Source: an optimization exercise on an open RTL-to-GDS flow (aim: small area). Production flows keep margins and buffers that such runs may drop.
In this exercise RTL edits were held to simulation tests only and were not proved equivalent to the original.
Power and IR drop assume default switching activity.

==> inputs of juniper <==
==> flow/design.v <==
module pipe_id_regfwd #(
    parameter int XLEN = 32,
    parameter int RA_W = 5,
    parameter int CW   = 8
) (
    input  logic            clock,
    input  logic            resetn,
    input  logic            i_valid,
    input  logic [XLEN-1:0] i_pc4,
    input  logic [RA_W-1:0] i_rs,
    input  logic [RA_W-1:0] i_rt,
    input  logic [RA_W-1:0] i_wr,
    input  logic [15:0]     i_imm,
    input  logic            i_sext,
    input  logic            i_use_rs,
    input  logic            i_use_rt,
    input  logic            i_wreg,
    input  logic            i_m2reg,
    input  logic [2:0]      i_brmode,
    input  logic [CW-1:0]   i_ctrl,
    input  logic            i_flush,
    input  logic [XLEN-1:0] ealu,
    input  logic            m_wreg,
    input  logic            m_m2reg,
    input  logic [RA_W-1:0] m_rn,
    input  logic [XLEN-1:0] malu,
    input  logic [XLEN-1:0] mmo,
    input  logic            w_wreg,
    input  logic [RA_W-1:0] w_rn,
    input  logic [XLEN-1:0] w_data,
    output logic            o_stall,
    output logic            o_redirect,
    output logic [XLEN-1:0] o_target,
    output logic            x_valid,
    output logic            x_wreg,
    output logic            x_m2reg,
    output logic [RA_W-1:0] x_rn,
    output logic [XLEN-1:0] x_a,
    output logic [XLEN-1:0] x_b,
    output logic [XLEN-1:0] x_imm,
    output logic [CW-1:0]   x_ctrl
);
    localparam int NREG = 2**RA_W;
    localparam logic [2:0] BR_BEQ  = 3'b001;
    localparam logic [2:0] BR_BNE  = 3'b010;
    localparam logic [2:0] BR_BLTZ = 3'b011;
    localparam logic [2:0] BR_BGEZ = 3'b100;
    localparam logic [2:0] BR_JR   = 3'b101;
    logic [XLEN-1:0] rf [1:NREG-1];
    logic [NREG-1:1] rf_vld;
    logic [NREG-1:1] rf_we;
    logic [3:0] wlo;
    logic [7:0] whi;
    always_comb begin
        for (int j = 0; j < 4; j++) wlo[j] = w_wreg & (w_rn[1:0] == j[1:0]);
        for (int j = 0; j < 8; j++) whi[j] = (w_rn[4:2] == j[2:0]);
    end
    for (genvar i = 1; i < NREG; i++) begin : g_we
        cell_and2 u (.a(wlo[i % 4]), .b(whi[i / 4]), .y(rf_we[i]));
    end
    always_ff @(posedge clock or negedge resetn) begin
        if (!resetn)
            rf_vld <= '0;
        else
            rf_vld <= rf_vld | rf_we;
    end
    always_ff @(posedge clock) begin
        for (int i = 1; i < NREG; i++)
            if (rf_we[i])
                rf[i] <= w_data;
    end
    logic            vld_p1, wreg_p1, m2reg_p1;
    logic [RA_W-1:0] rn_p1;
    logic [XLEN-1:0] a_p1, b_p1;
    logic [16:0]     imm_p1;
    logic [CW-1:0]   ctrl_p1;
    logic ex_ok;
    assign ex_ok = vld_p1 & wreg_p1 & ~m2reg_p1;
    function automatic logic [4:0] fwd_sel(
        input logic [RA_W-1:0] src,
        input logic            ex_ok_f,
        input logic [RA_W-1:0] ex_rn,
        input logic            mem_wr,
        input logic            mem_ld,
        input logic [RA_W-1:0] mem_rn,
        input logic            wb_wr,
        input logic [RA_W-1:0] wb_rn
    );
        logic nz, he, hm, hw;
        logic [4:0] s;
        nz   = (src != '0);
        he   = ex_ok_f & (ex_rn == src);
        hm   = mem_wr & (mem_rn == src);
        hw   = wb_wr & (wb_rn == src);
        s[0] = nz & he;
        s[1] = nz & ~he & hm & mem_ld;
        s[2] = nz & ~he & hm & ~mem_ld;
        s[3] = nz & ~he & ~hm & hw;
        s[4] = ~(he | hm | hw);
        fwd_sel = s;
    endfunction
    logic [NREG-2:0] rsel_a0, rsel_a1, rsel_b0, rsel_b1;
    logic [4:0]      fsel_a, fsel_b;
    logic [3:0] alo, blo;
    logic [7:0] ahi, bhi;
    always_comb begin
        for (int j = 0; j < 4; j++) begin
            alo[j] = (i_rs[1:0] == j[1:0]);
            blo[j] = (i_rt[1:0] == j[1:0]);
        end
        for (int j = 0; j < 8; j++) begin
            ahi[j] = (i_rs[4:2] == j[2:0]);
            bhi[j] = (i_rt[4:2] == j[2:0]);
        end
    end
    for (genvar i = 1; i < NREG; i++) begin : g_rsel
        cell_and3 u_a0 (.a(rf_vld[i]), .b(alo[i % 4]), .c(ahi[i / 4]), .y(rsel_a0[i-1]));
        cell_and3 u_a1 (.a(rf_vld[i]), .b(alo[i % 4]), .c(ahi[i / 4]), .y(rsel_a1[i-1]));
        cell_and3 u_b0 (.a(rf_vld[i]), .b(blo[i % 4]), .c(bhi[i / 4]), .y(rsel_b0[i-1]));
        cell_and3 u_b1 (.a(rf_vld[i]), .b(blo[i % 4]), .c(bhi[i / 4]), .y(rsel_b1[i-1]));
    end
    assign fsel_a = fwd_sel(i_rs, ex_ok, rn_p1, m_wreg, m_m2reg, m_rn, w_wreg, w_rn);
    assign fsel_b = fwd_sel(i_rt, ex_ok, rn_p1, m_wreg, m_m2reg, m_rn, w_wreg, w_rn);
    logic [XLEN-1:0] a_p0, b_p0;
    for (genvar k = 0; k < XLEN; k++) begin : g_bit
        logic [NREG-2:0] rk;
        logic [3:0]      fk;
        for (genvar i = 1; i < NREG; i++) begin : g_ent
            assign rk[i-1] = rf[i][k];
        end
        assign fk = {w_data[k], malu[k], mmo[k], ealu[k]};
        logic [NREG-2:0] sa, sb;
        if (k < 16) begin : g_lo
            assign sa = rsel_a0;
            assign sb = rsel_b0;
        end else begin : g_hi
            assign sa = rsel_a1;
            assign sb = rsel_b1;
        end
        sel_or35 u_a (.rs(sa), .rd(rk), .fs(fsel_a[3:0]), .fd(fk), .nf(fsel_a[4]), .y(a_p0[k]));
        sel_or35 u_b (.rs(sb), .rd(rk), .fs(fsel_b[3:0]), .fd(fk), .nf(fsel_b[4]), .y(b_p0[k]));
    end
    logic stall_p0;
    assign stall_p0 = i_valid & vld_p1 & m2reg_p1 & wreg_p1 &
                      (rn_p1 != '0) &
                      ((i_use_rs & (rn_p1 == i_rs)) |
                       (i_use_rt & (rn_p1 == i_rt)));
    logic            sx;
    logic [XLEN-1:0] br_tgt;
    logic [18:3]     cy;           
    logic [3:1]      bg, bp;       
    logic            tflip;
    logic [30:18]    hq;           
    logic [31:19]    hr;           
    assign sx = i_sext & i_imm[15];
    assign br_tgt[1:0] = i_pc4[1:0];
    cell_ha u_add2 (.a(i_pc4[2]), .b(i_imm[0]), .s(br_tgt[2]), .co(cy[3]));
    for (genvar k = 3; k < 18; k++) begin : g_add
        if (k % 4 == 1 && k > 5) begin : g_last
            cell_fa u (.a(i_pc4[k]), .b(i_imm[k-2]), .ci(cy[k]), .s(br_tgt[k]), .co());
        end else begin : g_mid
            cell_fa u (.a(i_pc4[k]), .b(i_imm[k-2]), .ci(cy[k]), .s(br_tgt[k]), .co(cy[k+1]));
        end
    end
    for (genvar j = 1; j < 4; j++) begin : g_blk
        cell_gp4 u_gp (.a(i_pc4[4*j+5:4*j+2]), .b(i_imm[4*j+3:4*j]), .g(bg[j]), .p(bp[j]));
        cell_ao21 u_c (.a1(bp[j]), .a2(cy[4*j+2]), .b1(bg[j]), .y(cy[4*j+6]));
    end
    cell_xor2 u_tf (.a(sx), .b(cy[18]), .y(tflip));
    for (genvar j = 18; j < 31; j++) begin : g_hq
        cell_xor2 u (.a(i_pc4[j]), .b(sx), .y(hq[j]));
    end
    assign hr[19] = hq[18];
    for (genvar k = 20; k < 32; k++) begin : g_hr
        cell_and2 u (.a(hr[k-1]), .b(hq[k-1]), .y(hr[k]));
    end
    cell_xor2 u_hi18 (.a(i_pc4[18]), .b(tflip), .y(br_tgt[18]));
    for (genvar k = 19; k < 32; k++) begin : g_hi
        cell_xor_and u (.a(i_pc4[k]), .b(tflip), .c(hr[k]), .y(br_tgt[k]));
    end
    logic eq, brc, go, take_br, take_jr, take;
    assign eq = (a_p0 == b_p0);
    always_comb begin
        brc = 1'b0;
        case (i_brmode)
            BR_BEQ:  brc = eq;
            BR_BNE:  brc = ~eq;
            BR_BLTZ: brc = a_p0[XLEN-1];
            BR_BGEZ: brc = ~a_p0[XLEN-1];
            default: brc = 1'b0;
        endcase
    end
    assign go      = i_valid & ~stall_p0;
    assign take_br = go & brc;
    assign take_jr = go & (i_brmode == BR_JR);
    assign take    = take_br | take_jr;
    assign o_stall    = stall_p0;
    assign o_redirect = take;
    for (genvar k = 0; k < XLEN; k++) begin : g_tgt
        cell_ao222 u (.a1(take_br), .a2(br_tgt[k]), .b1(take_jr), .b2(a_p0[k]),
                      .c1(~take), .c2(i_pc4[k]), .y(o_target[k]));
    end
    logic bubble;
    assign bubble = stall_p0 | i_flush | ~i_valid;
    always_ff @(posedge clock or negedge resetn) begin
        if (!resetn) begin
            vld_p1   <= 1'b0;
            wreg_p1  <= 1'b0;
            m2reg_p1 <= 1'b0;
        end else begin
            vld_p1   <= ~bubble;
            wreg_p1  <= ~bubble & i_wreg;
            m2reg_p1 <= ~bubble & i_m2reg;
        end
    end
    always_ff @(posedge clock) begin
        rn_p1   <= i_wr;
        a_p1    <= a_p0;
        b_p1    <= b_p0;
        imm_p1  <= {sx, i_imm};
        ctrl_p1 <= i_ctrl;
    end
    assign x_valid = vld_p1;
    assign x_wreg  = wreg_p1;
    assign x_m2reg = m2reg_p1;
    assign x_rn    = rn_p1;
    assign x_a     = a_p1;
    assign x_b     = b_p1;
    assign x_imm   = {{(XLEN-16){imm_p1[16]}}, imm_p1[15:0]};
    assign x_ctrl  = ctrl_p1;
endmodule
module sel_or35 (
    input  logic [30:0] rs,
    input  logic [30:0] rd,
    input  logic [3:0]  fs,
    input  logic [3:0]  fd,
    input  logic        nf,
    output logic        y
);
    logic [9:0] n;
    logic       m, f0, f1;
    logic [2:0] p;
    for (genvar j = 0; j < 10; j++) begin : g_aoi
        cell_aoi222 u (.a1(rs[3*j]), .a2(rd[3*j]), .b1(rs[3*j+1]), .b2(rd[3*j+1]),
                       .c1(rs[3*j+2]), .c2(rd[3*j+2]), .y(n[j]));
    end
    cell_nand2 u_m (.a(rs[30]), .b(rd[30]), .y(m));
    cell_nand4 u_n0 (.a(n[0]), .b(n[1]), .c(n[2]), .d(n[3]), .y(p[0]));
    cell_nand4 u_n1 (.a(n[4]), .b(n[5]), .c(n[6]), .d(n[7]), .y(p[1]));
    cell_nand3 u_n2 (.a(n[8]), .b(n[9]), .c(m), .y(p[2]));
    cell_aoi222 u_f0 (.a1(fs[0]), .a2(fd[0]), .b1(fs[1]), .b2(fd[1]),
                      .c1(fs[2]), .c2(fd[2]), .y(f0));
    cell_nand2 u_f1 (.a(fs[3]), .b(fd[3]), .y(f1));
    cell_oai31_nand3 u_y (.a1(p[0]), .a2(p[1]), .a3(p[2]), .b1(nf), .c(f0), .d(f1), .y(y));
endmodule
module cell_aoi222 (input logic a1, a2, b1, b2, c1, c2, output logic y);
    assign y = ~((a1 & a2) | (b1 & b2) | (c1 & c2));
endmodule
module cell_nand4 (input logic a, b, c, d, output logic y);
    assign y = ~(a & b & c & d);
endmodule
module cell_ao222 (input logic a1, a2, b1, b2, c1, c2, output logic y);
    assign y = (a1 & a2) | (b1 & b2) | (c1 & c2);
endmodule
module cell_ha (input logic a, b, output logic s, co);
    assign s  = a ^ b;
    assign co = a & b;
endmodule
module cell_fa (input logic a, b, ci, output logic s, co);
    assign s  = a ^ b ^ ci;
    assign co = (a & b) | (a & ci) | (b & ci);
endmodule
module cell_xor2 (input logic a, b, output logic y);
    assign y = a ^ b;
endmodule
module cell_and2 (input logic a, b, output logic y);
    assign y = a & b;
endmodule
module cell_xor_and (input logic a, b, c, output logic y);
    assign y = a ^ (b & c);
endmodule
module cell_nand2 (input logic a, b, output logic y);
    assign y = ~(a & b);
endmodule
module cell_nand3 (input logic a, b, c, output logic y);
    assign y = ~(a & b & c);
endmodule
module cell_oai31_nand3 (input logic a1, a2, a3, b1, c, d, output logic y);
    assign y = ~(~((a1 | a2 | a3) & b1) & c & d);
endmodule
module cell_and3 (input logic a, b, c, output logic y);
    assign y = a & b & c;
endmodule
module cell_gp4 (input logic [3:0] a, input logic [3:0] b, output logic g, p);
    logic [3:0] gi, pi;
    assign gi = a & b;
    assign pi = a | b;
    assign g  = gi[3] | (pi[3] & (gi[2] | (pi[2] & (gi[1] | (pi[1] & gi[0])))));
    assign p  = &pi;
endmodule
module cell_ao21 (input logic a1, a2, b1, output logic y);
    assign y = (a1 & a2) | b1;
endmodule
==> flow/flow/run.sh <==
#!/bin/bash
# Own layout flow: the standard synthesis unchanged, then the standard ORFS
# layout with two changes: ports are buffered with buf_1 instead of the
# resizer's default pick, and the clock tree uses small clock buffers without
# dummy loads. Each step's full output goes to a log file in this folder (and
# ORFS keeps its per-stage logs under orfs/logs/).
set -euo pipefail
bash standard.sh synth > synth.log 2>&1
bash standard.sh \
  "BUFFER_PORTS_ARGS=-buffer_cell sky130_fd_sc_hd__buf_1" \
  "CTS_ARGS=-sink_clustering_enable -repair_clock_nets -dont_use_dummy_load -buf_list sky130_fd_sc_hd__clkbuf_4 -sink_clustering_size 8 -sink_clustering_max_diameter 40" \
  finish > layout.log 2>&1
==> flow/standard.sh <==
#!/bin/bash
# synth_recipe.tcl (not shown) runs the flow's synth.tcl, then flattens the netlist and writes it again
# the make line also repeats each setting of config.mk as NAME=value (left out here)
make -C /OpenROAD-flow-scripts/flow DESIGN_CONFIG=/design/flow/config.mk WORK_HOME=/design/flow/orfs CLKGATE_MAP_FILE= SYNTH_SCRIPT=/design/flow/synth_recipe.tcl "${@:-finish}"
==> flow/config.mk <==
export PLATFORM = sky130hd
export DESIGN_NAME = pipe_id_regfwd
export DESIGN_NICKNAME = pipe_id_regfwd
export VERILOG_FILES = /design/flow/design.v
export SDC_FILE = /design/flow/constraint.sdc
export NUM_CORES = 4
export LEC_CHECK = 0
export CAP_MARGIN = 10
export CORE_MARGIN = 2
export CORE_UTILIZATION = 63
export SETUP_SLACK_MARGIN = 0.25
export SLEW_MARGIN = 10
export SYNTH_HIERARCHICAL = 1
export SYNTH_MINIMUM_KEEP_SIZE = 0
==> flow/constraint.sdc <==
create_clock -name core_clock -period 10.0 [get_ports {clock}]
set_input_delay 2.0000 -clock core_clock [delete_from_list [all_inputs] [get_ports {clock}]]
set_output_delay 2.0000 -clock core_clock [all_outputs]
set_load 0.01 [all_outputs]
==> amber: changes against juniper <==
- CORE_UTILIZATION: 63 -> 58
==> qor summary <==
quantity                                                                     amber     juniper
Fraction of area in clock buffers and inverters                             0.0250      0.0247
Initial drt markers                                                          10000       11300
Placed Instance Area                                                    0.0500 mm2  0.0497 mm2
Share of the final layout cell area in multi-input gates                     0.259       0.258
Worst Hold Path EP                                                      rf_vld[12]   rf_vld[6]
Filler cells                                                                  5765        4808
Floorplan row count                                                            103          98
Clock Skew                                                                  134 ps      117 ps
Setup slack, reg-to-reg                                                    6580 ps     6600 ps
Result of the run                                 no timing/DRC/antenna violations  no timing/DRC/antenna violations
Total power draw                                                           8.60 mW     8.51 mW
Tap cells                                                                     1050         950
Seq area share                                                               0.630       0.637
Area of the die                                                         0.0813 mm2  0.0749 mm2
Fraction of final layout cells sized beyond drive strength 1                 0.144       0.128
Final nets                                                                    3776        3746
CTS buffer count                                                               172         168
Crit Path Max Fanout                                                            18          32
Clock-pin slew of the registers on the worst-case setup and hold paths       40 ps       70 ps
Part of the total power dissipated in the clock network                      0.264       0.263
Source-to-sink clock delay at the later pin of the worst-skew pair         1070 ps     1080 ps
FMAX                                                                       102 MHz     102 MHz
Antenna violations before repair                                                20          13
Combinational cell power                                                   1.02 mW    0.963 mW

==> port drivers added, routing unchanged <==
No port has a modelled driver above. Below, the same layouts with a new extraction and two added sets of constraints.
Step 1, drivers: a clkbuf_16 drives clock and a buf_2 each remaining input, both assumed.
Step 2, shift: input delay + t, output delay - t, t = (earliest + latest rising clock arrival at the registers) / 2. This alone moves slack from input paths to output paths.
Slacks: no drivers / after step 1 / after step 2; pairs: no drivers / after step 1.
| run | shift t [ns] | setup WS [ns] | worst data-port slew with drivers (ns) |
|---|---|---|---|
| juniper | 1.075 | 0.219 / 0.191 / 0.191 | 0.14 |
| amber | 1.087 | 0.184 / 0.140 / 0.140 | 0.16 |
After both steps every run listed still meets setup and hold. For amber, which loses most, drivers alone change the setup slack by -0.044 ns; drivers and shift together by -0.044 ns.
